This design comes from an exercise in tuning for small area, a short achievable clock period and few clock cycles per item on the open sky130 flow, not from production work.
RTL that was checked went through simulation tests only; none was proved equivalent to the original.
For run 8, only the layout was checked, not whether the RTL still works.

==> flow/design.v <==
module gimli_non_linear_permutation (
  input  logic [31:0] i_x,
  input  logic [31:0] i_y,
  input  logic [31:0] i_z,
  output logic [31:0] o_x,
  output logic [31:0] o_y,
  output logic [31:0] o_z
);
  logic [31:0] w_x;
  logic [31:0] w_y;
  assign w_x = {i_x[7:0], i_x[31:8]};
  assign w_y = {i_y[22:0], i_y[31:23]};
  assign o_z = w_x ^ (i_z << 1) ^ ((w_y & i_z) << 2);
  assign o_y = w_y ^ w_x ^ ((w_x | i_z) << 1);
  assign o_x = i_z ^ w_y ^ ((w_x & w_y) << 3);
endmodule
module gimli_round #(
  parameter bit STATIC_PHASE = 1'b0,
  parameter int PHASE        = 0
) (
  input  logic [383:0] i_state,
  input  logic [4:0]   i_round,
  output logic [383:0] o_state
);
  localparam logic [31:0] RC_BASE = 32'h9e377900;
  logic [11:0][31:0] w_in;
  logic [11:0][31:0] w_sp;
  logic [1:0]        w_phase;
  assign w_in    = i_state;
  assign w_phase = STATIC_PHASE ? 2'(PHASE) : i_round[1:0];
  for (genvar j = 0; j < 4; j++) begin : g_sp
    gimli_non_linear_permutation u_sp (
      .i_x (w_in[j]),
      .i_y (w_in[j+4]),
      .i_z (w_in[j+8]),
      .o_x (w_sp[j]),
      .o_y (w_sp[j+4]),
      .o_z (w_sp[j+8])
    );
  end
  always_comb begin
    o_state = w_sp;
    if (w_phase == 2'b00) begin
      o_state[31:0]   = w_sp[1] ^ RC_BASE ^ {27'd0, i_round};
      o_state[63:32]  = w_sp[0];
      o_state[95:64]  = w_sp[3];
      o_state[127:96] = w_sp[2];
    end else if (w_phase == 2'b10) begin
      o_state[31:0]   = w_sp[2];
      o_state[63:32]  = w_sp[3];
      o_state[95:64]  = w_sp[0];
      o_state[127:96] = w_sp[1];
    end
  end
endmodule
module gimli_permutation_core #(
  parameter int NUMBER_OF_ROUNDS = 24
) (
  input  logic         clk,
  input  logic         rst,
  input  logic [383:0] din_state,
  input  logic         din_valid,
  output logic         din_ready,
  output logic [383:0] dout_state,
  output logic         dout_valid,
  input  logic         dout_ready,
  output logic         busy
);
  localparam int K = 2;
  logic         r_run;     
  logic         r_done;    
  logic [4:0]   r_round;   
  logic [383:0] r_state;
  logic         w_take;
  logic         w_last;
  logic [4:0]   w_round_base;
  logic [K:0][383:0] w_blk;
  assign din_ready = !r_run && (!r_done || dout_ready);
  assign w_take    = din_valid && din_ready;
  assign w_last    = (r_round == 5'(K));
  assign w_round_base = (K % 4 == 0) ? {r_round[4:2], 2'b00} :
                        (K % 2 == 0) ? {r_round[4:1], 1'b0} : r_round;
  for (genvar j = 0; j < K; j++) begin : g_rnd
    gimli_round #(
      .STATIC_PHASE ((K % 4 == 0) || (K % 2 == 0 && j % 2 == 1)),
      .PHASE        ((4 - (j % 4)) % 4)
    ) u_round (
      .i_state (w_blk[j]),
      .i_round (w_round_base - 5'(j)),
      .o_state (w_blk[j+1])
    );
  end
  assign w_blk[0] = r_state;
  always_ff @(posedge clk) begin
    if (w_take)     r_state <= din_state;
    else if (r_run) r_state <= w_blk[K];
  end
  always_ff @(posedge clk or posedge rst) begin
    if (rst) begin
      r_run   <= 1'b0;
      r_done  <= 1'b0;
      r_round <= 5'(NUMBER_OF_ROUNDS);
    end else if (r_run) begin
      if (w_last) begin
        r_run   <= 1'b0;
        r_done  <= 1'b1;
        r_round <= 5'(NUMBER_OF_ROUNDS);
      end else begin
        r_round <= r_round - 5'(K);
      end
    end else if (w_take) begin
      r_run  <= 1'b1;
      r_done <= 1'b0;
    end else if (r_done && dout_ready) begin
      r_done <= 1'b0;
    end
  end
  assign busy       = r_run && !rst;
  assign dout_valid = r_done && !rst;
  assign dout_state = r_state;
endmodule
==> flow/flow/run.sh <==
#!/bin/bash
# Own layout flow: the standard layout (standard.sh), with the port
# buffers made as sky130_fd_sc_hd__buf_1 instead of the delay buffer that
# buffer_ports picks by default. Every input and output port still gets its
# own buffer; the resizer may resize them like any other cell.
set -euo pipefail
export BUFFER_PORTS_ARGS="-buffer_cell sky130_fd_sc_hd__buf_1"
bash standard.sh finish > standard_flow.log 2>&1
==> flow/standard.sh <==
#!/bin/bash
# synth_recipe.tcl (not shown) runs the flow's synth.tcl, then flattens the netlist and writes it again
# the make line also repeats each setting of config.mk as NAME=value (left out here)
make -C /OpenROAD-flow-scripts/flow DESIGN_CONFIG=/design/flow/config.mk WORK_HOME=/design/flow/orfs CLKGATE_MAP_FILE= SYNTH_SCRIPT=/design/flow/synth_recipe.tcl "${@:-finish}"
==> flow/config.mk <==
export PLATFORM = sky130hd
export DESIGN_NAME = gimli_permutation_core
export DESIGN_NICKNAME = gimli_permutation_core
export VERILOG_FILES = /design/flow/design.v
export SDC_FILE = /design/flow/constraint.sdc
export NUM_CORES = 4
export LEC_CHECK = 0
export CAP_MARGIN = 20
export CORE_MARGIN = 2
export CORE_UTILIZATION = 60
export PLACE_DENSITY = 0.75
export SETUP_SLACK_MARGIN = 1.2
export SLEW_MARGIN = 20
==> flow/constraint.sdc <==
create_clock -name core_clock -period 3.5 [get_ports {clk}]
set_input_delay 0.7000 -clock core_clock [delete_from_list [all_inputs] [get_ports {clk}]]
set_output_delay 0.7000 -clock core_clock [all_outputs]
set_load 0.01 [all_outputs]
==> flow_metrics.tcl, run 1 <==
set metrics [dict create \
    status "no timing/DRC/antenna violations" \
    cpLargestDelayFamily "flip-flops" \
    slowest_delay_ns 0.73 \
    crit_fanout 2 \
    cts.sinks 390 \
    yosys-top-cells-area "edfxtp_1, xnor2_1, ha_1" \
    synth_nets 4089 \
    cts_made_buffers 47 \
    grt_pass1_vias 30100 \
    ys_types 33 \
    slowest_stage "edfxtp_1" \
    setup.worst_path.start_class "flip-flop" \
    seq_area_frac_synth_pct 34.72 \
    yosysTopAreaCell "edfxtp_1" \
    via_count 34610 \
    hp-class "in -> async" \
    clock.fmax_ghz 0.3642 \
    cts-root-buf "clkbuf_16" \
    rsz0062_at_grt "yes" \
    synthesis.area_sq_um 33650 \
    design_area_sq_um 48120 \
    synth_edf_count 384 \
    wl_per_cell_um 35.67 \
    async_reset_ff_share_pct 1.538 \
    die_x_um 240.8 \
    hold_viol 0 \
    postRouteAntennaNets 0 \
    path_class "reg -> reg" \
    critPathArrivalTime_ns 3.13 \
    overflow 0 \
    cts_tree "done" \
    clock_path_buffers 3 \
    cts.clk_slew.worst_paths_ns 0.06 \
    htreeDepth 2 \
    finalCriticalPeriod_ns 2.746 \
    first_pass_iters 9 \
    end_kind "flip-flop" \
    wirelength_um 184900 \
    fp.coreArea_sq_um 55310 \
    initial_utilization_pct 60.84 \
    ys_seq_elements 390 \
    period_share_pct 78.46 \
    route.detailed.drc 0 \
    vias_per_cell 6.676 \
    hpwl_um 129200 \
    syn_inst 3228 \
    grt_max_degree 83 \
    fillers 2737 \
    final_layout_size_suffix_gt1_share_pct 25.47 \
    dieArea_sq_um 57990 \
    utilization_pct 87.01 \
    ioPinCount 775 \
    slew_headroom_pct 25.06 \
    worst-path-buf-inv 1 \
    setup_viol 0 \
    gp_congestion 1.087 \
    drv_slew 0 \
    skew_ns 0.02614 \
    layout.nets 5248 \
    area_delta_synth_final_pct 43.01 \
    synth_top_cell_area_share_pct 34.27 \
    yosys_most_used_dff "edfxtp_1" \
    yosysWarnings 3 \
    setup_tns_ns 0 \
    die_h_um 240.8 \
    hold_buffers 0 \
    grtUsageTotal_pct 56.02 \
    path_cells "ha_2 > xnor2_4 > mux2i_4 > buf_4 > nor2_1 > xor2_1 > o21ai_2" \
    worst_slew_pin_slew_ns 1.120 \
    insertion_delay_ns 0.64 \
    place_area_sq_um 37850 \
    rows 86 \
    avgSynthCellArea_sq_um 10.42 \
    required_ns 3.88 \
    drv_cap 0 \
    antenna_found_initial 18 \
    drtIter0Drc 5734 \
    grt_pass1_wl_um 221800 \
    io_buffers 774 \
]
[per-stage QoR]
stage | cells | hold WS [ns] | setup slack, ns
after global routing | 5173 | 0.1349 | 0.3810
after detailed placement | 4730 | 0.5047 | 0.3641
after CTS | 4964 | 0.08381 | 1.105
after global placement | 4730 | 0.4919 | 0.3558
after floorplan | 3228 | 0.4629 | 0.2496
final | 5184 | 0.09713 | 0.7540
[routing by layer]
| metal | part of all wire [%] | up-vias | global-route usage (%) |
|---|---|---|---|
| li1 | - | 13300 | - |
| met3 | 17 | 1493 | 19.90 |
| met1 | 29 | 15820 | 62.94 |
| met4 | 14 | 26 | 52.79 |
| met2 | 40 | 3965 | 82.82 |
| met5 | 0.18 | - | 0 |
[registers in the layout (all words and copies together) (netlist names)]
signal	cells
r_done	1
r_round	4
r_run	1
r_state	384
[cell type report]
type                            count  area [sq um]  share of cell area, %
Multi-Input combinational cell   2678         26750                  55.59
Tap cell                          748         935.9                  1.945
Timing Repair inverter              2         32.53                0.06760
Inverter                           61         271.5                 0.5642
Clock inverter                     37         446.7                 0.9282
Clock buffer                       49          1184                  2.460
Sequential cell                   390         11690                  24.29
Timing Repair Buffer             1207          6780                  14.09
Antenna cell                       12         30.03                0.06240
[cells in the final DEF (no fill, tap or decap), types with 45 or more instances in the layout]
cell       count
xor2_1       186
xor2_2        45
o21ai_0      229
buf_1        772
o21ai_1       78
nor2_1       253
ha_4          84
inv_1         54
ha_2          45
xnor2_1      508
nand2_1      404
xnor2_4       80
edfxtp_1     384
xnor2_2      178
mux2i_4       93
clkbuf_16     47
buf_4        370
ha_1         344
[logic make-up after synthesis]
group / after synthesis / share of synthesized area, %
AO/OA/AOI/OAI: 363 / 5.410
AND/OR/NAND/NOR: 690 / 7.805
buffers and inverters: 161 / 2.209
adder cells (fa/ha/maj): 473 / 17.59
flip-flops: 390 / 34.72
multiplexers: 132 / 5.265
XOR/XNOR: 1019 / 27.00
[final timing paths]
path / startpoint / end / slack [ns] / depth (start not counted)
setup / recovery: r_state[247] / r_state[220] / 0.75 / 7
hold / removal: rst / r_done / 0.1 / 2
setup reg to reg: r_state[247] / r_state[220] / 0.75 / 7
hold reg to reg: r_round[3] / r_round[3] / 0.53 / 2
max in group asynchronous: rst / r_round[4] / 3.08 / 2
min in group core_clock: din_state[101] / r_state[101] / 0.34 / 3
[cell usage after synthesis, types with 4 or more instances]
library cell	instances
nand3_1	4
o21ai_1	49
xor2_1	242
nand2_1	412
edfxtp_1	384
xor3_1	7
o21ai_0	267
dfrtp_1	4
buf_4	7
clkbuf_1	39
inv_1	60
a21oi_1	46
mux2i_2	15
xnor3_1	4
nor2_1	261
nand2b_1	8
buf_2	47
mux2i_4	30
mux2_2	15
mux2i_1	72
xnor2_1	766
ha_1	473
[repair_timing]
item                       CTS  global route
buffers inserted           143           207
gates cloned                 5             1
pin swaps                   55           138
gates resized for setup    420           393
setup endpoints to repair  321           246
Testbench counts, summed over its fixed seeds: cycles 1,672, items 128.
==> run 2, diff against run 1 <==
--- a/flow/config.mk
+++ b/flow/config.mk
@@ -9,5 +9,5 @@
 export CORE_MARGIN = 2
 export CORE_UTILIZATION = 60
 export PLACE_DENSITY = 0.75
-export SETUP_SLACK_MARGIN = 1.2
+export SETUP_SLACK_MARGIN = 0.8
 export SLEW_MARGIN = 20
==> run 2 against run 1 <==
  * Flip-flop and latch count did not move
  * Cell count fell by 6.7%
  * Non-clock buffer count fell by 336
  * Critical path type unchanged
  * Die area did not move
  * Maximum frequency fell by 3.4%
  * First-iteration DRC count fell by 31%
  * Count of clock-buffer cells in the layout rose by 5
  * Highest routed layer unchanged
  * Critical endpoint is now r_state[230]
==> flow_metrics.tcl, run 2 <==
set metrics [dict create \
    rsz0062_at_grt "yes" \
    yosysWarnings 3 \
    yosysTopAreaCell "edfxtp_1" \
    grtUsageTotal_pct 52.91 \
    route.detailed.drc 0 \
    hp-class "in -> async" \
    via_count 30140 \
    yosys.area_share.simple_pct 7.805 \
    synth_nets 4089 \
    path_class "reg -> reg" \
    vias_per_cell 6.231 \
    io_buffers 774 \
    reg2reg_to "r_state[230]" \
    yosys-top-cells-area "edfxtp_1, xnor2_1, ha_1" \
    regToRegSetupSlack_ns 0.66 \
    htreeDepth 2 \
    layout.nets 4907 \
    synthesis.area_sq_um 33650 \
    pre_cts_ws_ns 0.5013 \
    die_x_um 240.8 \
    hpwl_um 131100 \
    antenna_found_initial 7 \
    crit_fanout 4 \
    cts_made_buffers 45 \
    layout_setup_ws_ns 0.6560 \
    cts.sinks 390 \
    synth.area.mux_share_pct 5.265 \
    cts-root-buf "clkbuf_16" \
    synth_edf_count 384 \
    insertion_delay_ns 0.62 \
    ioPinCount 775 \
    grt_pass1_wl_um 210100 \
    top_regs "r_state x384, r_round x4" \
    first_pass_iters 6 \
    rr_worst_depth 6 \
    design_area_sq_um 39990 \
    final_common_cell "buf_1" \
    required_ns 3.85 \
    grt_pass1_vias 28480 \
    fp.coreArea_sq_um 55310 \
    postRouteAntennaNets 0 \
    drv_cap 0 \
    dp.cells 4736 \
    seq_area_frac_synth_pct 34.72 \
    avgSynthCellArea_sq_um 10.42 \
    finalCriticalPeriod_ns 2.844 \
    synth_top_family_by_area "XOR/XNOR gates" \
    worst_slew_pin_slew_ns 0.8773 \
    overflow 0 \
    yosys_most_used_dff "edfxtp_1" \
    setup_viol 0 \
    initial_utilization_pct 60.84 \
    period_share_pct 81.26 \
    layout_common_cells "buf_1, xnor2_1, ha_1" \
    max_flop_register "r_state" \
    clock.fmax_ghz 0.3516 \
    dieArea_sq_um 57990 \
    synth_commonest_cells "xnor2_1, ha_1, nand2_1" \
    wirelength_um 156500 \
    fin_hold_ws_ns 0.07615 \
    ys_types 33 \
    r2r-start "r_state[302]" \
    setup_tns_ns 0 \
    synthAdderAreaFrac_pct 17.59 \
    slew_headroom_pct 39.84 \
    clock_path_buffers 3 \
    synth-xor-area-share_pct 27.00 \
    drtIter0Drc 3933 \
    cts_tree "done" \
    fillers 4417 \
    gp_congestion 1.117 \
    final_layout_size_suffix_gt1_share_pct 7.127 \
    wl_per_cell_um 32.35 \
    hold_viol 0 \
    skew_ns 0.01898 \
    place_area_sq_um 37890 \
    drv_slew 0 \
    rows 86 \
    largest_reg_flops 384 \
    critPathArrivalTime_ns 3.20 \
    ys_seq_elements 390 \
    end_kind "flip-flop" \
    die_h_um 240.8 \
    syn_inst 3228 \
    utilization_pct 72.30 \
    hold_buffers 0 \
    grt_max_degree 120 \
    synth_compound_area_share_pct 5.410 \
    setup.worst_path.start_class "flip-flop" \
    area_delta_synth_final_pct 18.85 \
    yosysMostFrequentCell "xnor2_1" \
    status "no timing/DRC/antenna violations" \
    synth_top_cell_area_share_pct 34.27 \
    async_reset_ff_share_pct 1.538 \
    layout.cells.non_filler 4837 \
    cts.clk_slew.worst_paths_ns 0.06 \
]
-- run 2: kinds of logic after synthesis --
kind of cell               count (synthesis)
DFF                                      390
and+or+nand+nor                          690
adders and majority gates                473
muxes                                    132
buffers and inverters                    161
AOI/OAI and AO/OA                        363
xor gates and xnor gates                1019
-- run 2: critical path, cell delays in order, from the launching register on --
cell	delay [ns]
edfxtp_1	0.54
ha_1	0.38
xnor2_1	0.51
mux2i_4	0.23
ha_1	0.37
xor2_1	0.17
o21ai_1	0.38
-- run 2: area by class of cell --
class / instances / area, sq um / area share [%]
clock inverters: 30 / 362.8 / 0.9074
flip-flops and latches: 390 / 11690 / 29.23
multi-input cells: 2677 / 21660 / 54.17
diodes: 6 / 15.01 / 0.03755
inverters: 61 / 254.0 / 0.6352
well taps: 748 / 935.9 / 2.340
clock buffers: 54 / 1202 / 3.007
repair buffers: 871 / 3871 / 9.681
-- run 2: layer usage --
| metal | up-vias | wire length, um | global-route usage (%) |
|---|---|---|---|
| li1 | 12640 | - | - |
| met1 | 14150 | 51880 | 62.12 |
| met2 | 2633 | 68400 | 81.41 |
| met3 | 720 | 20480 | 14.56 |
| met4 | 6 | 15670 | 43.14 |
| met5 | - | 41 | 0 |
-- run 2: how the worst max path moves through the flow --
| stage | start | endpoint | slack (ns) | depth (start not counted) |
|---|---|---|---|---|
| after floorplan | dout_ready | r_state[0] | 0.25 | 6 |
| after CTS | r_state[233] | r_state[202] | 0.72 | 6 |
| after global routing | r_state[235] | r_state[175] | 0.75 | 6 |
| after global placement | r_round[1] | r_state[202] | 0.51 | 6 |
| final | r_state[302] | r_state[230] | 0.66 | 6 |
| after detailed placement | r_round[1] | r_state[202] | 0.50 | 6 |
-- run 2: repair_timing --
item | 4_1_cts | 5_1_grt
cloned | 0 | 1
pin swaps | 0 | 3
setup endpoints to repair | 27 | 61
resized for setup | 24 | 50
setup buffers | 0 | 10
==> run 3, diff against run 2 <==
--- a/flow/config.mk
+++ b/flow/config.mk
@@ -7,7 +7,7 @@
 export LEC_CHECK = 0
 export CAP_MARGIN = 20
 export CORE_MARGIN = 2
-export CORE_UTILIZATION = 60
-export PLACE_DENSITY = 0.75
-export SETUP_SLACK_MARGIN = 0.8
+export CORE_UTILIZATION = 55
+export PLACE_DENSITY = 0.7
+export SETUP_SLACK_MARGIN = 1.25
 export SLEW_MARGIN = 20
==> run 3 against run 2 <==
  * Clock skew about the same
  * Design area increased by 25%
  * Register-to-register slack improved by 0.27 ns
  * Flip-flop and latch count is the same
==> flow_metrics.tcl, run 3 <==
set metrics [dict create \
    status "no timing/DRC/antenna violations" \
    setup_tns_ns 0 \
    yosysWarnings 3 \
    grt_pass1_vias 30450 \
    largest_reg_flops 384 \
    setup.worst_path.start_class "flip-flop" \
    hpwl_um 130200 \
    vias_per_cell 6.390 \
    synth_top_cell_area_share_pct 34.27 \
    drtIter0Drc 5114 \
    wl_per_cell_um 33.50 \
    required_ns 3.83 \
    antenna_found_initial 6 \
    ioPinCount 775 \
    max_flop_register "r_state" \
    die_h_um 251.3 \
    fin_hold_ws_ns 0.1271 \
    cts.sinks 390 \
    cts_tree "done" \
    clock.fmax_ghz 0.3884 \
    async_reset_ff_share_pct 1.538 \
    hold_buffers 0 \
    yosys_most_used_dff "edfxtp_1" \
    rsz0062_at_grt "yes" \
    r2r-start "r_state[168]" \
    critPathArrivalTime_ns 2.91 \
    overflow 0 \
    route.detailed.drc 0 \
    final_layout_size_suffix_gt1_share_pct 30.38 \
    initial_utilization_pct 55.64 \
    synth_commonest_cells "xnor2_1, ha_1, nand2_1" \
    setup_viol 0 \
    period_share_pct 73.55 \
    fillers 3410 \
    via_count 33770 \
    layout_setup_ws_ns 0.9256 \
    first_pass_iters 6 \
    hp-class "in -> async" \
    ys_seq_elements 390 \
    fp.coreArea_sq_um 60470 \
    yosysTopAreaCell "edfxtp_1" \
    layout.cells.non_filler 5284 \
    postRouteAntennaNets 0 \
    cts.clk_slew.worst_paths_ns 0.07 \
    seq_area_frac_synth_pct 34.72 \
    drv_cap 0 \
    gp_congestion 1.100 \
    crit_fanout 3 \
    skew_ns 0.01925 \
    synth_nets 4089 \
    path_class "reg -> reg" \
    htreeDepth 2 \
    end_kind "flip-flop" \
    cts-root-buf "clkbuf_16" \
    rows 90 \
    worst_slew_pin_slew_ns 0.7681 \
    grtUsageTotal_pct 50.77 \
    drv_slew 0 \
    syn_inst 3228 \
    ff_latch_area_sq_um 11690 \
    io_buffers 774 \
    yosysMostFrequentCell "xnor2_1" \
    layout.nets 5325 \
    multi_input_area_sq_um 27870 \
    slew_headroom_pct 48.42 \
    rr_worst_depth 7 \
    grt_pass1_wl_um 223000 \
    finalCriticalPeriod_ns 2.574 \
    die_x_um 251.3 \
    clock_path_buffers 3 \
    top_regs "r_state x384, r_round x4" \
    synth_edf_count 384 \
    hold_viol 0 \
    wirelength_um 177000 \
    grt_max_degree 131 \
    final_common_cell "buf_1" \
    avgSynthCellArea_sq_um 10.42 \
    insertion_delay_ns 0.62 \
    cts_made_buffers 46 \
    area_delta_synth_final_pct 48.17 \
    pre_cts_ws_ns 0.4406 \
    reg2reg_to "r_state[265]" \
    yosys-top-cells-area "edfxtp_1, xnor2_1, ha_1" \
    ys_types 33 \
    layout_common_cells "buf_1, xnor2_1, buf_4" \
    regToRegSetupSlack_ns 0.93 \
    synthesis.area_sq_um 33650 \
    dieArea_sq_um 63170 \
    dp.cells 4750 \
]
-- run 3: cell count changes in the layout (fill, tap and decap cells not counted), moves of 55 or more --
cell     before  now
ha_1        469  282
xor2_2        1   56
xnor2_4       0   79
xnor2_2      30  256
buf_4        79  428
ha_2          1   84
xnor2_1     736  431
xor2_1      241  175
mux2i_4      36  101
ha_4          3  107
-- run 3: per-stage QoR --
step	cell area [sq um]	utilization (%)
after floorplan	33740	-
after global placement	37770	62.45
after detailed placement	37770	62.45
after CTS	45200	74.75
after global routing	49850	82.44
final	49860	82.45
-- run 3: routing by layer --
| layer | track usage [%] | part of all wire, % | vias up |
|---|---|---|---|
| li1 | - | - | 13440 |
| met1 | 59.47 | 32 | 15840 |
| met2 | 78.35 | 43 | 3297 |
| met3 | 12.27 | 13 | 1182 |
| met4 | 44.05 | 12 | 8 |
| met5 | 0 | 0.027 | - |
-- run 3: worst max-delay path: stages (launching register included) --
cell and delay (ns):
edfxtp_1 0.52, buf_6 0.19, ha_4 0.29, xnor2_4 0.21
mux2i_4 0.30, xor2_1 0.38, xnor2_2 0.26, o21ai_0 0.15
-- run 3: worst max path at each step --
stage                            start           end  slack [ns]  depth (start not counted)
final                     r_state[168]  r_state[265]        0.93                          7
after global routing      r_state[168]  r_state[265]        0.97                          7
after CTS                   r_round[1]  r_state[145]        1.14                          7
after detailed placement  r_state[326]  r_state[158]        0.44                          6
after global placement    r_state[294]  r_state[158]        0.43                          6
after floorplan             dout_ready    r_state[0]        0.25                          6
-- run 3: cell type report --
type                    count  share of cell area, %
repair inverters            2                0.05772
diodes                      2                0.01004
flip-flops and latches    390                  23.44
well taps                 782                  1.962
repair buffers           1285                  15.03
inverters                  61                 0.5245
clock inverters            31                 0.5897
clock buffers              53                  2.489
multi-input cells        2678                  55.89
-- run 3: what timing repair did --
item / 4_1_cts / 5_1_grt
pin swaps: 103 / 169
endpoints found under the hold margin: 0 / 0
endpoints found under the setup margin: 414 / 332
gates cloned: 4 / 4
gates resized for setup: 587 / 434
setup buffers: 220 / 220
-- run 3: cell families (layout without fill, tap and decap cells) --
family	after synthesis	in the layout	share of synthesized area (%)
mux	132	132	5.265
flops	390	390	34.72
xor+xnor	1019	1019	27.00
simple gates	690	691	7.805
fa+ha+maj	473	473	17.59
compound gates	363	363	5.410
other cells	0	2	0
buf+inv	161	1432	2.209
==> run 4, diff against run 3 <==
--- a/flow/config.mk
+++ b/flow/config.mk
@@ -7,7 +7,7 @@
 export LEC_CHECK = 0
 export CAP_MARGIN = 20
 export CORE_MARGIN = 2
-export CORE_UTILIZATION = 55
-export PLACE_DENSITY = 0.7
-export SETUP_SLACK_MARGIN = 1.25
+export CORE_UTILIZATION = 66
+export PLACE_DENSITY = 0.8
+export SETUP_SLACK_MARGIN = 1.1
 export SLEW_MARGIN = 20
==> run 4 against run 3 <==
  * Count of clock-buffer cells in the layout fell by 2
  * Highest routed layer unchanged
  * Design area fell by 13%
  * Utilization increased by 3.4 points
  * Global-route usage grew 6.6 points
  * Routed wire length shrank 7.7%
  * Largest cell class unchanged
  * Cell count is 7.7% lower
==> flow_metrics.tcl, run 4 <==
set metrics [dict create \
    layout_common_cells "buf_1, xnor2_1, ha_1" \
    drv_cap 0 \
    setup.worst_path.start_class "flip-flop" \
    cts_tree "done" \
    async_reset_ff_share_pct 1.538 \
    skew_ns 0.02729 \
    avgSynthCellArea_sq_um 10.42 \
    worst_slew_pin_slew_ns 0.9233 \
    antenna_found_initial 17 \
    via_count 32750 \
    drtIter0Drc 5848 \
    rows 82 \
    area_delta_synth_final_pct 28.23 \
    setup_viol 0 \
    clock_path_buffers 3 \
    max_flop_register "r_state" \
    overflow 0 \
    initial_utilization_pct 66.93 \
    largest_reg_flops 384 \
    yosysTopAreaCell "edfxtp_1" \
    gp_congestion 1.116 \
    die_h_um 229.8 \
    synth_top_cell_area_share_pct 34.27 \
    ys_seq_elements 390 \
    hold_buffers 0 \
    critPathArrivalTime_ns 3.17 \
    die_x_um 229.8 \
    rsz0062_at_grt "yes" \
    status "no timing/DRC/antenna violations" \
    hpwl_um 125400 \
    synth_nets 4089 \
    dp.cells 4639 \
    dieArea_sq_um 52810 \
    hp-class "in -> async" \
    final_layout_size_suffix_gt1_share_pct 14.94 \
    postRouteAntennaNets 0 \
    fin_hold_ws_ns 0.01193 \
    route.detailed.drc 0 \
    required_ns 3.83 \
    yosysMostFrequentCell "xnor2_1" \
    layout.cells.non_filler 4878 \
    grt_pass1_vias 30040 \
    grtUsageTotal_pct 57.38 \
    hold_viol 0 \
    drv_slew 0 \
    path_class "reg -> reg" \
    cts-root-buf "clkbuf_16" \
    setup_tns_ns 0 \
    grt_max_degree 84 \
    io_buffers 774 \
    yosys_most_used_dff "edfxtp_1" \
    fp.coreArea_sq_um 50270 \
    syn_inst 3228 \
    slew_headroom_pct 38.00 \
    crit_fanout 3 \
    top_regs "r_state x384, r_round x4" \
    layout.nets 5022 \
    grt_pass1_wl_um 212400 \
    insertion_delay_ns 0.63 \
    cts.clk_slew.worst_paths_ns 0.07 \
    period_share_pct 81.37 \
    yosys-top-cells-area "edfxtp_1, xnor2_1, ha_1" \
    wirelength_um 163400 \
    seq_area_frac_synth_pct 34.72 \
    yosysWarnings 3 \
    ys_types 33 \
    ioPinCount 775 \
    synth_edf_count 384 \
    vias_per_cell 6.713 \
    synthesis.area_sq_um 33650 \
    cts_made_buffers 45 \
    end_kind "flip-flop" \
    first_pass_iters 8 \
    htreeDepth 2 \
    wl_per_cell_um 33.50 \
    rr_worst_depth 8 \
    clock.fmax_ghz 0.3511 \
    synth_commonest_cells "xnor2_1, ha_1, nand2_1" \
    cts.sinks 390 \
    final_common_cell "buf_1" \
    finalCriticalPeriod_ns 2.848 \
]
==> run 4: logic make-up after synthesis <==
logic type | Yosys count | share of synthesized area, %
multiplexers | 132 | 5.265
flip-flops | 390 | 34.72
buffers and inverters | 161 | 2.209
AO/OA/AOI/OAI | 363 | 5.410
AND/OR/NAND/NOR | 690 | 7.805
adder cells (fa/ha/maj) | 473 | 17.59
XOR/XNOR | 1019 | 27.00
==> run 4: area by class of cell <==
type	instances	area [sq um]
Antenna cell	8	20.02
Timing Repair Buffer	985	4945
Timing Repair inverter	1	8.758
Clock inverter	33	454.2
Sequential cell	390	11690
Inverter	61	257.7
Multi-Input combinational cell	2677	23740
Tap cell	672	840.8
Clock buffer	51	1191
Fill cell	2741	7127
==> run 4: final timing paths <==
check                                    start  slack, ns      endpoint
min in group core_clock         din_state[270]       0.34  r_state[270]
worst max-delay path              r_state[218]       0.65  r_state[158]
max in group asynchronous                  rst       3.22    r_round[4]
worst min-delay path                       rst       0.01        r_done
worst max register to register    r_state[218]       0.65  r_state[158]
worst min register to register      r_round[3]       0.52    r_round[3]
==> run 4: metal layers <==
| metal | share of wire [%] | vias up | track usage (%) | wire length (um) |
|---|---|---|---|---|
| li1 | - | 12850 | - | - |
| met5 | 0.091 | - | 0 | 148 |
| met3 | 17 | 1288 | 18.60 | 27980 |
| met4 | 13 | 18 | 54.44 | 21180 |
| met1 | 29 | 14880 | 66.24 | 48000 |
| met2 | 40 | 3716 | 83.92 | 66080 |
==> run 4: timing repair <==
action	4_1_cts	5_1_grt
pin swaps	7	30
gates resized for setup	205	165
buffers inserted	48	95
setup endpoints to repair	258	198
gates cloned	3	1
==> run 4: critical path: stages (launching register included) <==
cell      delay, ns
edfxtp_1       0.56
buf_4          0.23
ha_1           0.19
xor2_1         0.15
buf_4          0.19
mux2i_2        0.28
xor2_1         0.23
xnor2_1        0.11
o21ai_0        0.60
==> run 4: per-stage QoR <==
stage	worst slack, ns	utilization, %	area, sq um
3_5_place_dp	0.4277	74.94	37670
3_3_place_gp	0.4379	74.94	37670
6_report	0.6520	85.82	43150
2_1_floorplan	0.2496	-	33720
4_1_cts	1.022	81.79	41120
5_1_grt	0.6839	85.78	43130
==> run 5, diff against run 4 <==
--- a/flow/config.mk
+++ b/flow/config.mk
@@ -7,7 +7,7 @@
 export LEC_CHECK = 0
 export CAP_MARGIN = 20
 export CORE_MARGIN = 2
-export CORE_UTILIZATION = 66
-export PLACE_DENSITY = 0.8
+export CORE_UTILIZATION = 60
+export PLACE_DENSITY = 0.75
 export SETUP_SLACK_MARGIN = 1.1
 export SLEW_MARGIN = 20
==> run 5 against run 4 <==
  * Still clean on timing, DRC and antenna
  * First-iteration DRC count decreased by 16%
  * Die area increased by 9.8%
  * Via count decreased by 3.4%
  * Flip-flop and latch count unchanged
  * Cell count increased by 3.1%
  * Critical path type unchanged
  * Critical endpoint is now r_state[4]
  * Largest cell class unchanged
==> flow_metrics.tcl, run 5 <==
set metrics [dict create \
    drv_cap 0 \
    cp-startpoint "r_state[3]" \
    cts-root-buf "clkbuf_16" \
    wl_met2_um 69450 \
    grt_max_degree 120 \
    clock.fmax_ghz 0.3926 \
    drtIter0Drc 4908 \
    cts_made_buffers 45 \
    end_kind "flip-flop" \
    setup_tns_ns 0 \
    first_pass_iters 6 \
    antenna_found_initial 7 \
    synth_edf_count 384 \
    layout.nets 5100 \
    route.detailed.drc 0 \
    setup.worst_path.start_class "flip-flop" \
    cts_tree "done" \
    cts.sinks 390 \
    htreeDepth 2 \
    synthesis.area_sq_um 33650 \
    yosys_most_used_dff "edfxtp_1" \
    m1WireLength_um 52140 \
    fp.coreArea_sq_um 55310 \
    rsz0062_at_grt "yes" \
    yosysMostFrequentCell "xnor2_1" \
    synth_commonest_cells "xnor2_1, ha_1, nand2_1" \
    yosysTopAreaCell "edfxtp_1" \
    gp_congestion 1.117 \
    yosysWarnings 3 \
    final_common_cell "buf_1" \
    overflow 0 \
    required_ns 3.83 \
    critPathArrivalTime_ns 2.87 \
    r2r-start "r_state[3]" \
    crit_end "r_state[4]" \
    die_x_um 240.8 \
    wl_per_cell_um 32.48 \
    grt_pass1_wl_um 214600 \
    area_delta_synth_final_pct 30.53 \
    hold_viol 0 \
    rows 86 \
    ys_seq_elements 390 \
    yosys-top-cells-area "edfxtp_1, xnor2_1, ha_1" \
    wl_met3_um 22600 \
    via_count 31630 \
    ys_types 33 \
    cts.clk_slew.worst_paths_ns 0.06 \
    rr_worst_depth 5 \
    setup_viol 0 \
    syn_inst 3228 \
    grtUsageTotal_pct 54.27 \
    clock_path_buffers 3 \
    skew_ns 0.01510 \
    utilization_pct 79.41 \
    grt_pass1_vias 29030 \
    layout_common_cells "buf_1, xnor2_1, ha_1" \
    postRouteAntennaNets 0 \
    slew_headroom_pct 48.72 \
    avgSynthCellArea_sq_um 10.42 \
    initial_utilization_pct 60.84 \
    regToRegSetupSlack_ns 0.95 \
    final_layout_size_suffix_gt1_share_pct 16.91 \
    period_share_pct 72.77 \
    dieArea_sq_um 57990 \
    hpwl_um 131100 \
    crit_fanout 3 \
    routed.top_layer "met5" \
    seq_area_frac_synth_pct 34.72 \
    worst_slew_pin_slew_ns 0.7637 \
    top_regs "r_state x384, r_round x4" \
    max_flop_register "r_state" \
    insertion_delay_ns 0.63 \
    synth_nets 4089 \
    drv_slew 0 \
    ioPinCount 775 \
    die_h_um 240.8 \
    synth_top_cell_area_share_pct 34.27 \
    largest_reg_flops 384 \
    finalCriticalPeriod_ns 2.547 \
    hp-class "in -> async" \
    io_buffers 774 \
    status "no timing/DRC/antenna violations" \
    vias_per_cell 6.290 \
    wirelength_um 163300 \
    async_reset_ff_share_pct 1.538 \
    path_class "reg -> reg" \
    reg2reg_to "r_state[4]" \
]
## run 5: cell types whose count changed in the layout (fill, tap and decap cells not counted), sizes merged
cell,previous run,this run
clkinv,17,20
bufinv,11,8
clkinvlp,4,3
diode,8,4
buf,983,1061
clkbuf,52,54
and2,1,2
inv,63,61
## run 5: through the flow
step                area (sq um)  hold slack (ns)  setup WS [ns]  cells
global route               43910           0.1279         0.9348   5024
CTS                        41460          0.06838         0.9553   4878
floorplan                  33720           0.4629         0.2496   3228
global placement           37890           0.4822         0.5069   4736
finish                     43920          0.08481         0.9530   5028
detailed placement         37890           0.4880         0.5013   4736
## run 5: layer usage
metal  global-route usage [%]  vias to the layer above
li1                         -                    13000
met1                    63.40                    14720
met2                    82.62                     2988
met3                    15.61                      910
met4                    45.96                        8
met5                        0                        -
## run 5: cell families after synthesis
family | count (synthesis) | synth area share, %
simple gates | 690 | 7.805
compound gates | 363 | 5.410
buf+inv | 161 | 2.209
flops | 390 | 34.72
xor+xnor | 1019 | 27.00
mux | 132 | 5.265
fa+ha+maj | 473 | 17.59
## run 5: cell type report
type,instances,area (sq um)
timing repair buffer,1062,5390
tap,748,935.9
antenna,4,10.01
inverter,61,271.5
timing repair inverter,1,30.03
clock inverter,30,362.8
sequential,390,11690
multi-input combinational,2678,24030
fill,3771,11390
clock buffer,54,1202
## run 5: worst max-delay path, stage by stage, from the launching register on
cell	delay (ns)
edfxtp_1	0.47
ha_1	0.36
xnor2_1	0.61
ha_1	0.38
xnor2_1	0.24
o21ai_0	0.20
## run 5: worst min path at each step
| stage | from | to | slack, ns | cells past startpoint |
|---|---|---|---|---|
| finish | rst | r_round[2] | 0.08 | 2 |
| global route | rst | r_round[2] | 0.13 | 2 |
| CTS | rst | r_round[2] | 0.07 | 2 |
| detailed placement | r_round[3] | r_round[3] | 0.49 | 2 |
| global placement | r_round[3] | r_round[3] | 0.48 | 2 |
| floorplan | r_round[3] | r_round[3] | 0.46 | 2 |
## run 5: repair_timing
item,in CTS,in global routing
buffers inserted,56,144
hold buffers,0,0
gates cloned,2,2
pin swaps,17,26
resized for setup,234,175
endpoints found under the setup margin,259,201
==> run 6, diff against run 5 <==
--- a/flow/config.mk
+++ b/flow/config.mk
@@ -8,6 +8,7 @@
 export CAP_MARGIN = 20
 export CORE_MARGIN = 2
 export CORE_UTILIZATION = 60
+export CTS_BUF_LIST = sky130_fd_sc_hd__clkbuf_8
 export PLACE_DENSITY = 0.75
 export SETUP_SLACK_MARGIN = 1.1
 export SLEW_MARGIN = 20
==> run 6 against run 5 <==
  * Still clean
  * Flip-flop and latch count stayed put
  * Sequential share of layout area increased by 0.16 points
  * Synthesized cell count is the same
  * Cell count rose by 0.52%
  * First-iteration DRC count is 16% lower
  * Maximum frequency shrank 5.3%
  * Routed wire length is 0.22% higher
  * Clock skew is 0.019 ns higher
  * Non-clock buffer count decreased by 27
  * Critical path type unchanged
  * Critical endpoint is now r_state[318]
  * Largest cell class unchanged
  * Highest routed layer unchanged
==> flow_metrics.tcl, run 6 <==
set metrics [dict create \
    die_h_um 240.8 \
    die_x_um 240.8 \
    max_flop_register "r_state" \
    cts_made_buffers 72 \
    clock.fmax_ghz 0.3717 \
    slew_headroom_pct 49.43 \
    drv_cap 0 \
    synth_nets 4089 \
    syn_inst 3228 \
    synthesis.area_sq_um 33650 \
    grt_max_degree 120 \
    ff_latch_area_sq_um 11690 \
    htreeDepth 3 \
    path_cells "ha_1 > xor2_1 > mux2i_1 > xnor2_1 > xnor2_2 > o21ai_0" \
    fp.coreArea_sq_um 55310 \
    async_reset_ff_share_pct 1.538 \
    yosys_most_used_dff "edfxtp_1" \
    grtUsageTotal_pct 54.21 \
    required_ns 3.95 \
    hpwl_um 131100 \
    seq_area_frac_synth_pct 34.72 \
    regToRegSetupSlack_ns 0.81 \
    synth_commonest_cells "xnor2_1, ha_1, nand2_1" \
    overflow 0 \
    skew_ns 0.03365 \
    avgSynthCellArea_sq_um 10.42 \
    yosysTopAreaCell "edfxtp_1" \
    ys_seq_elements 390 \
    path_class "reg -> reg" \
    multi_input_area_sq_um 24010 \
    synth.area.mux_share_pct 5.265 \
    ioPinCount 775 \
    setup_viol 0 \
    cts-root-buf "clkbuf_8" \
    grt_pass1_wl_um 214800 \
    layout_setup_ws_ns 0.8096 \
    yosys.area_share.simple_pct 7.805 \
    layout_common_cells "buf_1, xnor2_1, ha_1" \
    synth_top_cell_area_share_pct 34.27 \
    fillers 3809 \
    dieArea_sq_um 57990 \
    drtIter0Drc 4141 \
    cts.sinks 390 \
    setup.worst_path.start_class "flip-flop" \
    critPathArrivalTime_ns 3.14 \
    worst_slew_pin_slew_ns 0.7532 \
    yosysMostFrequentCell "xnor2_1" \
    area_delta_synth_final_pct 29.73 \
    end_kind "flip-flop" \
    grt_pass1_vias 29200 \
    cts_tree "done" \
    first_pass_iters 8 \
    via_count 31660 \
    final_layout_size_suffix_gt1_share_pct 16.99 \
    synth-xor-area-share_pct 27.00 \
    gp_congestion 1.117 \
    postRouteAntennaNets 0 \
    finalCriticalPeriod_ns 2.690 \
    reg2reg_to "r_state[318]" \
    layout.nets 5100 \
    wl_per_cell_um 32.39 \
    synthAdderAreaFrac_pct 17.59 \
    antenna_found_initial 12 \
    top_regs "r_state x384, r_round x4" \
    slowest_delay_ns 0.59 \
    largest_reg_flops 384 \
    min_from "din_state[0]" \
    hold_viol 0 \
    drv_slew 0 \
    pre_cts_ws_ns 0.5013 \
    synth_compound_area_share_pct 5.410 \
    insertion_delay_ns 0.73 \
    crit_fanout 4 \
    slowest_stage "edfxtp_1" \
    synth_edf_count 384 \
    ys_types 33 \
    cpLargestDelayFamily "XOR/XNOR gates" \
    hp-class "in -> reg" \
    synth_top_family_by_area "XOR/XNOR gates" \
    io_buffers 774 \
    cts.clk_slew.worst_paths_ns 0.07 \
    yosys-top-cells-area "edfxtp_1, xnor2_1, ha_1" \
    r2r-start "r_state[11]" \
    initial_utilization_pct 60.84 \
    final_common_cell "buf_1" \
    vias_per_cell 6.265 \
    clock_path_buffers 3 \
    rsz0062_at_grt "yes" \
    rr_worst_depth 6 \
    status "no timing/DRC/antenna violations" \
    setup_tns_ns 0 \
    period_share_pct 76.87 \
    yosysWarnings 3 \
    rows 86 \
    worst-path-buf-inv 0 \
    min_path_cells 3 \
    hold_end "r_state[0]" \
    wirelength_um 163700 \
    route.detailed.drc 0 \
]
-- run 6: cell counts after synthesis --
No cell type changed its count.
-- run 6: cells by family after synthesis --
group,after synthesis
simple gates,690
flops,390
fa+ha+maj,473
compound gates,363
mux,132
buf+inv,161
xor+xnor,1019
-- run 6: worst max path at each step --
stage,startpoint,endpoint,slack (ns),cells past startpoint
final,r_state[11],r_state[318],0.81,6
after CTS,r_round[1],r_state[185],0.94,6
after global routing,r_state[11],r_state[318],0.86,6
after global placement,r_round[1],r_state[202],0.51,6
after detailed placement,r_round[1],r_state[202],0.50,6
after floorplan,dout_ready,r_state[0],0.25,6
-- run 6: timing repair --
action,CTS,global route
cloned,1,3
hold endpoints to repair,4,0
setup buffers,49,123
gates resized for setup,218,195
setup endpoints to repair,258,202
pin swaps,14,37
hold buffers,1,0
-- run 6: tightest hold or removal path, cell delays in order --
cell	delay [ns]
buf_1	0.06
nand2_1	0.05
nand2_1	0.05
-- run 6: routing by layer --
metal  vias up  routed length [um]  global-route usage [%]
met3       960               23500                   17.98
li1      13020                   -                       -
met4        14               19030                   46.50
met2      2912               69030                   81.99
met1     14760               51920                   61.98
met5         -                 220                       0
-- run 6: final cells by class --
cell class	count	share of cell area, %
repair inverters	1	0.03726
well taps	748	2.144
clock buffers	75	2.365
inverters	61	0.6220
flip-flops and latches	390	26.78
clock inverters	56	1.083
multi-input cells	2678	54.99
diodes	10	0.05733
repair buffers	1035	11.92
-- run 6: metrics by stage --
stage               cell area (sq um)  hold slack (ns)  util [%]  std cells
finish                          43650           0.2444     78.93       5054
global route                    43630           0.2829     78.89       5046
CTS                             41240           0.2389     74.56       4918
detailed placement              37890           0.4880     68.51       4736
global placement                37890           0.4822     68.51       4736
floorplan                       33720           0.4629         -       3228
==> run 7, diff against run 6 <==
==> flow/config.mk (replaced) <==
export PLATFORM = sky130hd
export DESIGN_NAME = gimli_permutation_core
export DESIGN_NICKNAME = gimli_permutation_core
export VERILOG_FILES = /design/flow/design.v
export SDC_FILE = /design/flow/constraint.sdc
export NUM_CORES = 4
export LEC_CHECK = 0
export CAP_MARGIN = 5
export CORE_MARGIN = 2
export CORE_UTILIZATION = 60
export PLACE_DENSITY = 0.75
export SETUP_SLACK_MARGIN = 1.1
export SLEW_MARGIN = 5
==> run 7 against run 6 <==
  * Critical path type unchanged
  * Clock skew is 0.019 ns lower
  * Worst hold slack worse by 0.17 ns
  * Count of clock-buffer cells in the layout is 21 lower
  * Sequential share of layout area is 0.21 points lower
  * Still clean
  * Register-to-register slack better by 0.11 ns
  * Synthesized cell count stayed put
==> flow_metrics.tcl, run 7 <==
set metrics [dict create \
    skew_ns 0.01478 \
    wl_met2_um 69150 \
    ioPinCount 775 \
    seq_area_frac_synth_pct 34.72 \
    max_flop_register "r_state" \
    yosysMostFrequentCell "xnor2_1" \
    vias_per_cell 6.313 \
    drv_slew 0 \
    place_area_sq_um 37890 \
    rr_worst_depth 5 \
    syn_inst 3228 \
    layout_setup_ws_ns 0.9184 \
    path_cells "ha_1 > xnor2_1 > ha_1 > xnor2_1 > o21ai_0" \
    postRouteAntennaNets 0 \
    overflow 0 \
    layout.nets 5102 \
    grt_pass1_wl_um 214600 \
    ys_seq_elements 390 \
    crit_fanout 3 \
    gp_congestion 1.117 \
    wl_met3_um 23140 \
    first_pass_iters 6 \
    grtUsageTotal_pct 54.27 \
    ys_types 33 \
    slowest_delay_ns 0.62 \
    end_kind "flip-flop" \
    m1WireLength_um 51750 \
    setup_viol 0 \
    final_layout_size_suffix_gt1_share_pct 16.95 \
    io_buffers 774 \
    wirelength_um 163600 \
    top_regs "r_state x384, r_round x4" \
    r2r-start "r_state[3]" \
    hold_viol 0 \
    largest_reg_flops 384 \
    cts.clk_slew.worst_paths_ns 0.06 \
    initial_utilization_pct 60.84 \
    rsz0062_at_grt "yes" \
    route.detailed.drc 0 \
    fp.coreArea_sq_um 55310 \
    worst-path-buf-inv 0 \
    rows 86 \
    drv_cap 0 \
    slowest_stage "xnor2_1" \
    critPathArrivalTime_ns 2.91 \
    utilization_pct 79.56 \
    cts.sinks 390 \
    clock_path_buffers 3 \
    synth_nets 4089 \
    setup.worst_path.start_class "flip-flop" \
    worst_slew_pin_slew_ns 0.7632 \
    required_ns 3.83 \
    period_share_pct 73.76 \
    setup_tns_ns 0 \
    synthesis.area_sq_um 33650 \
    dieArea_sq_um 57990 \
    yosysTopAreaCell "edfxtp_1" \
    die_h_um 240.8 \
    htreeDepth 2 \
    slew_headroom_pct 48.75 \
    async_reset_ff_share_pct 1.538 \
    synth_top_cell_area_share_pct 34.27 \
    grt_pass1_vias 29030 \
    layout_common_cells "buf_1, xnor2_1, ha_1" \
    wl_per_cell_um 32.52 \
    via_count 31760 \
    routed.top_layer "met5" \
    regToRegSetupSlack_ns 0.92 \
    yosysWarnings 3 \
    hp-class "in -> async" \
    design_area_sq_um 44000 \
    final_common_cell "buf_1" \
    synth_commonest_cells "xnor2_1, ha_1, nand2_1" \
    cts-root-buf "clkbuf_16" \
    hpwl_um 131100 \
    reg2reg_to "r_state[4]" \
    drtIter0Drc 4574 \
    area_delta_synth_final_pct 30.78 \
    path_class "reg -> reg" \
    die_x_um 240.8 \
    finalCriticalPeriod_ns 2.582 \
    yosys_most_used_dff "edfxtp_1" \
    clock.fmax_ghz 0.3874 \
    grt_max_degree 120 \
    synth_edf_count 384 \
    antenna_found_initial 9 \
    cts_tree "done" \
    insertion_delay_ns 0.62 \
    avgSynthCellArea_sq_um 10.42 \
    cts_made_buffers 45 \
    yosys-top-cells-area "edfxtp_1, xnor2_1, ha_1" \
    status "no timing/DRC/antenna violations" \
    pre_cts_ws_ns 0.5013 \
    cpLargestDelayFamily "XOR/XNOR gates" \
]
[run 7: cells by family after synthesis]
kind of cell	synth area share, %
compound gates	5.410
flops	34.72
xor+xnor	27.00
fa+ha+maj	17.59
buf+inv	2.209
mux	5.265
simple gates	7.805
[run 7: worst max-delay path by stage]
stage	slack, ns	startpoint	cells after the start	to
floorplan	0.25	dout_ready	6	r_state[0]
global placement	0.51	r_round[1]	6	r_state[202]
detailed placement	0.50	r_round[1]	6	r_state[202]
CTS	0.96	r_round[1]	6	r_state[202]
global route	0.95	r_state[381]	6	r_state[56]
finish	0.92	r_state[3]	5	r_state[4]
[run 7: cell type report]
cell class | count | area [sq um]
Clock buffer | 54 | 1202
Antenna cell | 4 | 10.01
Sequential cell | 390 | 11690
Multi-Input combinational cell | 2678 | 24040
Timing Repair Buffer | 1064 | 5460
Inverter | 61 | 271.5
Timing Repair inverter | 1 | 30.03
Clock inverter | 30 | 362.8
Fill cell | 3751 | 11300
Tap cell | 748 | 935.9
[run 7: per-layer routing]
metal / GRT usage [%] / vias up
met3: 15.61 / 937
met1: 63.40 / 14870
met4: 45.96 / 4
met5: 0 / -
li1: - / 13010
met2: 82.62 / 2928
[run 7: metrics by stage]
stage	hold WS, ns	cells
after floorplan	0.4629	3228
after global placement	0.4822	4736
after detailed placement	0.4880	4736
after CTS	0.06838	4878
after global routing	0.1290	5026
final	0.07633	5030
[run 7: what timing repair did]
action                                  CTS  global route
pin swaps                                17            27
hold buffers                              0             0
cloned                                    2             3
hold endpoints to repair                  0             0
endpoints found under the setup margin  259           201
buffers inserted                         56           145
gates resized for setup                 234           177
[run 7: worst reg2reg max path: cells and delay by family (launching register included)]
kind / cells / cell delay [ns]
flops: 1 / 0.47
compound gates: 1 / 0.20
fa+ha+maj: 2 / 0.75
xor+xnor: 2 / 0.87
==> run 8, diff against run 7 <==
--- a/flow/design.v
+++ b/flow/design.v
@@ -66,7 +66,7 @@
   input  logic         dout_ready,
   output logic         busy
 );
-  localparam int K = 2;
+  localparam int K = 4;
   logic         r_run;     
   logic         r_done;    
   logic [4:0]   r_round;   
==> flow/run.sh (new file) <==
#!/bin/bash
# synth_recipe.tcl (not shown) runs the flow's synth.tcl, then flattens the netlist and writes it again
# the make line also repeats each setting of config.mk as NAME=value (left out here)
make -C /OpenROAD-flow-scripts/flow DESIGN_CONFIG=/design/flow/config.mk WORK_HOME=/design/flow/orfs CLKGATE_MAP_FILE= SYNTH_SCRIPT=/design/flow/synth_recipe.tcl finish
==> flow/config.mk (replaced) <==
export PLATFORM = sky130hd
export DESIGN_NAME = gimli_permutation_core
export DESIGN_NICKNAME = gimli_permutation_core
export VERILOG_FILES = /design/flow/design.v
export SDC_FILE = /design/flow/constraint.sdc
export NUM_CORES = 4
export LEC_CHECK = 0
export CAP_MARGIN = 20
export CORE_MARGIN = 2
export CORE_UTILIZATION = 40
export PLACE_DENSITY = 0.6
export SLEW_MARGIN = 20
removed: flow/flow/run.sh
removed: flow/standard.sh
==> run 8 against run 7 <==
  * The layout now fails its checks (negative setup slack)
  * Count of clock-buffer cells in the layout is 2 higher
  * Cell count rose by 91%
  * Maximum frequency down 32%
  * Sequential share of layout area is 14 points lower
  * Routed wire length is 95% higher
  * Synthesized area up 45%
  * Utilization fell by 2.8 points
  * Clock skew grew 0.039 ns
==> flow_metrics.tcl, run 8 <==
set metrics [dict create \
    status "finished with violations" \
    so.violations "negative setup slack" \
    worst-path-buf-inv 6 \
    gp_congestion 1.128 \
    cts-root-buf "clkbuf_16" \
    hp-class "in -> async" \
    worst_slew_pin_slew_ns 0.6560 \
    path_class "reg -> reg" \
    cts.clk_slew.worst_paths_ns 0.07 \
    wl_per_cell_um 33.20 \
    setup.worst_path.start_class "flip-flop" \
    place_area_sq_um 74070 \
    cts.sinks 389 \
    clock_path_buffers 3 \
    fillers 7420 \
    max_flop_register "r_state" \
    synth_compound_area_share_pct 4.276 \
    cts_made_buffers 51 \
    end_kind "flip-flop" \
    fin_hold_ws_ns 0.3280 \
    io_buffers 774 \
    vias_per_cell 5.632 \
    grt_pass1_vias 52520 \
    grtUsageTotal_pct 46.63 \
    grtUsageMet3_pct 9.018 \
    synth_top_family_by_area "XOR/XNOR gates" \
    htreeDepth 2 \
    avgSynthCellArea_sq_um 10.02 \
    first_pass_iters 5 \
    cpLargestDelayFamily "XOR/XNOR gates" \
    clock.fmax_ghz 0.2645 \
    final_common_cell "buf_4" \
    yosys-top-cells-area "edfxtp_1, ha_1, xnor2_1" \
    design_area_sq_um 92330 \
    synth_top_cell_area_share_pct 23.70 \
    synth_commonest_cells "xnor2_1, ha_1, xor2_1" \
    yosys_most_used_dff "edfxtp_1" \
    syn_inst 4858 \
    regToRegSetupSlack_ns -0.28 \
    grt_pass1_wl_um 402500 \
    final_layout_size_suffix_gt1_share_pct 50.94 \
    async_reset_ff_share_pct 1.285 \
    use_met1_pct 59.41 \
    crit_fanout 3 \
    drtIter0Drc 6532 \
    layout_setup_ws_ns -0.2810 \
    critPathArrivalTime_ns 4.23 \
    rows 127 \
    crit_top_cell "buf_4" \
    die_h_um 352.8 \
    period_share_pct 108.0 \
    rr_worst_depth 15 \
    synth_nets 6148 \
    slowest_delay_ns 0.49 \
    setup_tns_ns -13.23 \
    drv_slew 0 \
    ys_seq_elements 389 \
    cts_tree "done" \
    dieArea_sq_um 124500 \
    route.detailed.drc 0 \
    layout.nets 9255 \
    yosys.area_share.simple_pct 8.336 \
    overflow 0 \
    ioPinCount 775 \
    area_delta_synth_final_pct 89.74 \
    largest_reg_flops 384 \
    insertion_delay_ns 0.70 \
    skew_ns 0.05341 \
    gr-max-usage-layer "met2" \
    hold_buffers 0 \
    postRouteAntennaNets 0 \
    seq_area_frac_synth_pct 23.96 \
    synth-xor-area-share_pct 38.27 \
    synthAdderAreaFrac_pct 23.19 \
    layout_common_cells "buf_4, clkdlybuf4s50_1, xnor2_1" \
    rsz0062_at_grt "yes" \
    cp_num_cells 15 \
    yosysWarnings 5 \
    fp.coreArea_sq_um 120300 \
    path_cells "buf_4 > buf_4 > xor3_1 > nor2_2 > xnor2_4 > buf_4 > ha_1 > xnor2_2 > xnor2_1 > buf_4 > inv_1 > ha_4 > xnor2_4 > o21ai_1 > buf_4" \
    die_x_um 352.8 \
    synth.area.mux_share_pct 0.09771 \
    synthesis.area_sq_um 48660 \
    finalCriticalPeriod_ns 3.781 \
    slew_headroom_pct 56.11 \
    synth_edf_count 384 \
    setup_viol 209 \
    wirelength_um 319400 \
    grt_max_degree 86 \
    hold_viol 0 \
    hpwl_um 255300 \
    required_ns 3.95 \
    top_regs "r_state x384, r_round x3" \
    drv_cap 0 \
    grt_util_met2_pct 71.93 \
    utilization_pct 76.75 \
    initial_utilization_pct 40.45 \
    via_count 54190 \
    antenna_found_initial 17 \
    yosysMostFrequentCell "xnor2_1" \
    slowest_stage "edfxtp_1" \
    ys_types 38 \
    yosysTopAreaCell "edfxtp_1" \
]
-- run 8: cell families after synthesis --
group | count (synthesis)
xor gates and xnor gates | 1908
AOI/OAI and AO/OA | 406
and+or+nand+nor | 1007
adders and majority gates | 902
muxes | 4
buffers and inverters | 242
DFF | 389
-- run 8: final cells by class --
cell class / count / area, sq um / area share [%]
Sequential cell: 389 / 11660 / 12.63
Clock buffer: 56 / 1336 / 1.447
Antenna cell: 6 / 15.01 / 0.01626
Timing Repair Buffer: 3139 / 26760 / 28.99
Multi-Input combinational cell: 4227 / 49670 / 53.80
Inverter: 157 / 621.8 / 0.6735
Tap cell: 1612 / 2017 / 2.185
Clock inverter: 36 / 244.0 / 0.2643
-- run 8: what timing repair did --
| action | 4_1_cts | 5_1_grt |
|---|---|---|
| pin swaps | 480 | 797 |
| setup endpoints to repair | 341 | 348 |
| setup buffers | 197 | 188 |
| resized for setup | 970 | 1232 |
-- run 8: worst reg2reg max path, delay by kind of cell (launching register included) --
family | cells | cell delay [ns]
flip-flops | 1 | 0.49
adder cells (fa/ha/maj) | 2 | 0.46
buffers and inverters | 6 | 0.92
AO/OA/AOI/OAI | 1 | 0.10
AND/OR/NAND/NOR | 1 | 0.41
XOR/XNOR | 5 | 1.15
-- run 8: per-stage QoR --
step	instances	setup WS, ns
final	9622	-0.2810
after global routing	9617	-0.3263
after CTS	9477	-0.2123
after detailed placement	9215	-1.089
after global placement	9215	-1.167
after floorplan	4858	-0.7778
-- run 8: final timing paths --
path                                  from         end
max in group asynchronous              rst  r_round[4]
worst max-delay path            r_state[1]  r_state[5]
min in group core_clock         r_round[3]  r_round[3]
worst min register to register  r_round[3]  r_round[3]
worst max register to register  r_state[1]  r_state[5]
worst min-delay path                   rst      r_done
-- run 8: per-layer routing --
layer | part of all wire, % | vias to the layer above
li1 | - | 22340
met1 | 37 | 26350
met2 | 42 | 4207
met3 | 11 | 1279
met4 | 10 | 14
met5 | 0.029 | -

re-timing with driven ports:
How much do the figures lean on ideal ports? The routed layouts below were timed once more, with nothing changed but the port constraints.
Step 1, drivers: a clkbuf_16 drives clk and a buf_2 each remaining input, both assumed.
Step 2 adds t to the input delays and takes it off the output delays; t is the mean of the earliest and latest rising clock arrival at the registers after step 1. Input paths then give back, and output paths get back, about the clock's delay inside the block.
a / b / c = ideal ports / drivers / drivers and shift; a / b = the first two.
run	shift t [ns]	setup slack, ns	hold WS [ns]	worst setup path after step 2	latest minus earliest clock arrival (ns)	cell pins on the clock port's net
run 1	0.702	0.754 / 0.754 / 0.313	0.097 / 0.047 / 0.530	input to register	0.027 / 0.027	1
run 2	0.675	0.656 / 0.656 / 0.579	0.076 / 0.028 / 0.501	input to register	0.019 / 0.020	1
run 3	0.673	0.926 / 0.926 / 0.707	0.127 / 0.081 / 0.551	input to register	0.020 / 0.020	1
run 4	0.683	0.652 / 0.652 / 0.599	0.012 / -0.036 / 0.525	input to register	0.028 / 0.029	1
run 5	0.690	0.953 / 0.953 / 0.503	0.085 / 0.035 / 0.506	input to register	0.016 / 0.015	1
run 6	0.777	0.810 / 0.810 / 0.527	0.244 / 0.203 / 0.511	input to register	0.034 / 0.034	1
run 7	0.683	0.918 / 0.918 / 0.526	0.076 / 0.029 / 0.509	input to register	0.015 / 0.015	1
run 8	0.748	-0.281 / -0.281 / -0.281	0.328 / 0.276 / 0.553	register to register	0.054 / 0.053	1
For run 5, which loses most, drivers alone change the setup slack by 0.000 ns; drivers and shift together by -0.450 ns.
